This is an optimization exercise on Yosys and OpenROAD, whose aim is small area, a short achievable clock period and few clock cycles, not a production implementation. Where RTL was checked, it was by simulation tests only, not by an equivalence proof against the original.

==> module conv_regs, before the edit <==
module conv_regs (
    input  logic        clk,
    input  logic        rst_n,
    input  logic [11:0] paddr,
    input  logic        psel,
    input  logic        penable,
    input  logic        pwrite,
    input  logic [31:0] pwdata,
    output logic [31:0] prdata,
    output logic        pready,
    output logic        pslverr,
    output logic        feat_we,
    output logic [5:0]  feat_addr,
    output logic [7:0]  feat_data,
    output logic [17:0] weights,
    output logic [3:0]  nneg,
    output logic        step,
    output logic        first,
    output logic [2:0]  bitsel,
    output logic [5:0]  rd_ptr,
    output logic [3:0]  nneg_snap,
    output logic [7:0]  scale_snap,
    input  logic [20:0] rd_prod
);
    logic [7:0]  scale;
    logic        busy;
    logic        done;
    logic        run_q;
    logic [2:0]  bitcnt;
    logic [5:0]  ptr;
    logic        w1;
    logic        w2;
    logic        acc_q;
    logic        wr_q;
    logic        ctrl_q;
    logic        wts_q;
    logic        scl_q;
    logic        feat_q;
    logic        err_q;
    logic        res_sel_q;
    logic [5:0]  idx_q;
    logic [7:0]  pw_q;
    logic [17:0] misc_q;
    logic setup;
    logic a_ctrl, a_status, a_wts, a_scl, a_feat, a_res, mapped;
    logic finishing;
    logic [17:0] misc_d;
    assign setup    = psel && !penable;
    assign a_ctrl   = (paddr == 12'h000);
    assign a_status = (paddr == 12'h004);
    assign a_wts    = (paddr == 12'h008);
    assign a_scl    = (paddr == 12'h00C);
    assign a_feat   = (paddr[11:8] == 4'h1) && (paddr[1:0] == 2'b00);
    assign a_res    = (paddr[11:8] == 4'h2) && (paddr[1:0] == 2'b00) && (paddr[7:2] < 6'd36);
    assign mapped   = a_ctrl || a_status || a_wts || a_scl || a_feat || a_res;
    assign finishing = run_q && (bitcnt == 3'd7);
    always_comb
    begin
        misc_d = '0;
        if (a_status)
            misc_d[1:0] = {done || finishing, busy && !finishing};
        else if (a_wts)
            misc_d = weights;
        else if (a_scl)
            misc_d[7:0] = scale;
    end
    always_ff @(posedge clk)
    begin
        wr_q      <= pwrite;
        ctrl_q    <= a_ctrl;
        wts_q     <= a_wts;
        scl_q     <= a_scl;
        feat_q    <= a_feat;
        err_q     <= !mapped || (a_res && pwrite);
        res_sel_q <= a_res && !pwrite;
        idx_q     <= paddr[7:2];
        pw_q      <= pwdata[7:0];
        misc_q    <= misc_d;
    end
    assign pready  = !(w1 || w2);
    assign pslverr = err_q;
    assign prdata  = res_sel_q ? {{11{rd_prod[20]}}, rd_prod} : {14'b0, misc_q};
    logic wcommit;
    logic start_now;
    assign wcommit   = acc_q && wr_q;
    assign start_now = wcommit && ctrl_q && pw_q[0] && !busy;
    assign feat_we   = wcommit && feat_q && !busy;
    assign feat_addr = idx_q;
    assign feat_data = pw_q;
    assign step   = start_now || run_q;
    assign first  = start_now;
    assign bitsel = bitcnt;
    assign rd_ptr = ptr;
    always_ff @(posedge clk)
        nneg <= 4'(weights[1] & weights[0]) + 4'(weights[3] & weights[2])
              + 4'(weights[5] & weights[4]) + 4'(weights[7] & weights[6])
              + 4'(weights[9] & weights[8]) + 4'(weights[11] & weights[10])
              + 4'(weights[13] & weights[12]) + 4'(weights[15] & weights[14])
              + 4'(weights[17] & weights[16]);
    always_ff @(posedge clk)
    begin
        if (start_now)
        begin
            nneg_snap  <= nneg;
            scale_snap <= scale;
        end
    end
    logic res_rd;
    logic hit;
    assign res_rd = setup && a_res && !pwrite;
    assign hit    = (paddr[7:2] == ptr);
    always_ff @(posedge clk or negedge rst_n)
    begin
        if (!rst_n)
        begin
            acc_q   <= 1'b0;
            weights <= '0;
            scale   <= '0;
            busy    <= 1'b0;
            done    <= 1'b0;
            run_q   <= 1'b0;
            bitcnt  <= '0;
            ptr     <= '0;
            w1      <= 1'b0;
            w2      <= 1'b0;
        end
        else
        begin
            acc_q <= setup;
            if (wcommit && wts_q)
                weights <= pwdata[17:0];
            if (wcommit && scl_q)
                scale <= pwdata[7:0];
            if (start_now)
            begin
                busy   <= 1'b1;
                done   <= 1'b0;
                run_q  <= 1'b1;
                bitcnt <= 3'd1;
            end
            else if (run_q)
            begin
                bitcnt <= bitcnt + 3'd1;
                if (bitcnt == 3'd7)
                begin
                    run_q <= 1'b0;
                    busy  <= 1'b0;
                    done  <= 1'b1;
                end
            end
            if (start_now)
                ptr <= '0;
            else if (res_rd)
                ptr <= hit ? ptr + 6'd1 : paddr[7:2];
            w1 <= res_rd && !hit;
            w2 <= w1;
        end
    end
endmodule
==> module feature_scan, before the edit <==
module feature_scan (
    input  logic        clk,
    input  logic        we,
    input  logic [5:0]  waddr,
    input  logic [7:0]  wdata,
    input  logic [2:0]  bitsel,
    output logic [63:0] pbits
);
    logic [7:0] mem [64];
    for (genvar p = 0; p < 64; p++)
    begin : g_pix
        always_ff @(posedge clk)
        begin
            if (we && (waddr == 6'(p)))
                mem[p] <= wdata;
        end
        assign pbits[p] = mem[p][bitsel];
    end
endmodule
==> module ternary_mac, before the edit <==
module ternary_mac (
    input  logic            clk,
    input  logic [63:0]     pbits,
    input  logic [17:0]     weights,
    input  logic [3:0]      nneg,
    input  logic            step,
    input  logic            first,
    output logic [36*12-1:0] sums    
);
    for (genvar r = 0; r < 6; r++)
    begin : g_r
        for (genvar c = 0; c < 6; c++)
        begin : g_c
            logic [8:0] g;
            logic [3:0] cin;
            logic [4:0] t;
            logic [7:0] low;
            logic [3:0] cy;
            for (genvar i = 0; i < 3; i++)
            begin : g_i
                for (genvar j = 0; j < 3; j++)
                begin : g_j
                    assign g[3*i+j] = weights[2*(3*i+j)]
                                      & (pbits[(r+i)*8 + c + j] ^ weights[2*(3*i+j)+1]);
                end
            end
            assign cin = first ? nneg : cy;
            assign t = 5'(g[0]) + 5'(g[1]) + 5'(g[2]) + 5'(g[3]) + 5'(g[4])
                     + 5'(g[5]) + 5'(g[6]) + 5'(g[7]) + 5'(g[8]) + 5'(cin);
            always_ff @(posedge clk)
            begin
                if (step)
                begin
                    low <= {t[0], low[7:1]};
                    cy  <= t[4:1];
                end
            end
            assign sums[(6*r+c)*12 +: 12] = {cy, low};
        end
    end
endmodule
Settings: LEC_CHECK=0, CAP_MARGIN=20, CORE_MARGIN=2, CORE_UTILIZATION=40, SLEW_MARGIN=20; clock period 12.5 ns.
run.sh (not shown) runs the stock make flow with config.mk's settings and CLKGATE_MAP_FILE= SYNTH_SCRIPT=/design/flow/synth_recipe.tcl, a recipe that flattens the netlist after the stock synthesis.
==> next run, changes <==
--- a/flow/design.v
+++ b/flow/design.v
@@ -78,6 +78,7 @@
     logic        busy;
     logic        done;
     logic        run_q;
+    logic        first_q;
     logic [2:0]  bitcnt;
     logic [5:0]  ptr;
     logic        w1;
@@ -105,7 +106,7 @@
     assign a_feat   = (paddr[11:8] == 4'h1) && (paddr[1:0] == 2'b00);
     assign a_res    = (paddr[11:8] == 4'h2) && (paddr[1:0] == 2'b00) && (paddr[7:2] < 6'd36);
     assign mapped   = a_ctrl || a_status || a_wts || a_scl || a_feat || a_res;
-    assign finishing = run_q && (bitcnt == 3'd7);
+    assign finishing = run_q && (bitcnt == 3'd0);
     always_comb
     begin
         misc_d = '0;
@@ -135,12 +136,12 @@
     logic wcommit;
     logic start_now;
     assign wcommit   = acc_q && wr_q;
-    assign start_now = wcommit && ctrl_q && pw_q[0] && !busy;
+    assign start_now = setup && a_ctrl && pwrite && pwdata[0] && !(busy && !finishing);
     assign feat_we   = wcommit && feat_q && !busy;
     assign feat_addr = idx_q;
     assign feat_data = pw_q;
-    assign step   = start_now || run_q;
-    assign first  = start_now;
+    assign step   = run_q;
+    assign first  = first_q;
     assign bitsel = bitcnt;
     assign rd_ptr = ptr;
     always_ff @(posedge clk)
@@ -151,7 +152,7 @@
               + 4'(weights[17] & weights[16]);
     always_ff @(posedge clk)
     begin
-        if (start_now)
+        if (first_q)
         begin
             nneg_snap  <= nneg;
             scale_snap <= scale;
@@ -171,6 +172,7 @@
             busy    <= 1'b0;
             done    <= 1'b0;
             run_q   <= 1'b0;
+            first_q <= 1'b0;
             bitcnt  <= '0;
             ptr     <= '0;
             w1      <= 1'b0;
@@ -183,6 +185,7 @@
                 weights <= pwdata[17:0];
             if (wcommit && scl_q)
                 scale <= pwdata[7:0];
+            first_q <= start_now;
             if (start_now)
             begin
                 busy   <= 1'b1;
@@ -192,8 +195,9 @@
             end
             else if (run_q)
             begin
-                bitcnt <= bitcnt + 3'd1;
-                if (bitcnt == 3'd7)
+                if (!finishing)
+                    bitcnt <= bitcnt + 3'd1;
+                if (finishing)
                 begin
                     run_q <= 1'b0;
                     busy  <= 1'b0;
@@ -224,8 +228,8 @@
         begin
             if (we && (waddr == 6'(p)))
                 mem[p] <= wdata;
+            pbits[p] <= mem[p][bitsel];
         end
-        assign pbits[p] = mem[p][bitsel];
     end
 endmodule
 module window_buffer (
@@ -280,8 +284,22 @@
                 end
             end
             assign cin = first ? nneg : cy;
-            assign t = 5'(g[0]) + 5'(g[1]) + 5'(g[2]) + 5'(g[3]) + 5'(g[4])
-                     + 5'(g[5]) + 5'(g[6]) + 5'(g[7]) + 5'(g[8]) + 5'(cin);
+            logic s0, c0, s1, c1, s2, c2, s3, c3, c4;
+            logic s5, c5, s6, c6, c7, s8, c8, c9;
+            assign {c0, s0} = 2'(g[0]) + 2'(g[1]) + 2'(g[2]);
+            assign {c1, s1} = 2'(g[3]) + 2'(g[4]) + 2'(g[5]);
+            assign {c2, s2} = 2'(g[6]) + 2'(g[7]) + 2'(g[8]);
+            assign {c3, s3} = 2'(s0) + 2'(s1) + 2'(s2);
+            assign t[0] = s3 ^ cin[0];
+            assign c4   = s3 & cin[0];
+            assign {c5, s5} = 2'(c0) + 2'(c1) + 2'(c2);
+            assign {c6, s6} = 2'(c3) + 2'(c4) + 2'(cin[1]);
+            assign t[1] = s5 ^ s6;
+            assign c7   = s5 & s6;
+            assign {c8, s8} = 2'(c5) + 2'(c6) + 2'(c7);
+            assign t[2] = s8 ^ cin[2];
+            assign c9   = s8 & cin[2];
+            assign {t[4], t[3]} = 2'(c8) + 2'(c9) + 2'(cin[3]);
             always_ff @(posedge clk)
             begin
                 if (step)
The new run passed the timing, design-rule and antenna checks.
Core utilization stays flat.
Flip-flop and latch count is higher by 64.
Design area shrinks by 1.7%.
Global-route usage drops by 1.5 points.
Routed wire length drops by 8.2%.
Testbench counts after the change, summed over its fixed seeds: cycles 10,272.
The RTL of the first run of this note was laid out without a check of its function.

## port drivers added, routing unchanged
No port has a modelled driver above. Below, the same layouts with a new extraction and two added sets of constraints. Step 1 (the two cells are an assumption about what drives the block):
set clk [get_ports {clk}]
set_driving_cell -lib_cell sky130_fd_sc_hd__clkbuf_16 $clk
set_driving_cell -lib_cell sky130_fd_sc_hd__buf_2 [delete_from_list [all_inputs] $clk]
Step 2 times the ports against the registers' clock, not the clock port: input delays grow and output delays shrink by t, the midpoint of the rising clock arrivals with the driver on. a / b / c = no drivers / after step 1 / after step 2; a / b = the first two.
| run | t, ns | slack for setup (ns) | hold WS [ns] | worst setup path at the end | slew at the worst register clock pin (ns) |
|---|---|---|---|---|---|
| the first run | 0.793 | 5.032 / 5.032 / 5.032 | 0.372 / 0.372 / 0.372 | register to register | 0.07 / 0.07 |
| the second run | 0.796 | 7.251 / 7.251 / 7.003 | 0.383 / 0.383 / 0.383 | input to register | 0.07 / 0.07 |
After both steps setup and hold are still met in every run listed. For the second run, which loses most, drivers alone change the setup slack by 0.000 ns; drivers and shift together by -0.248 ns.
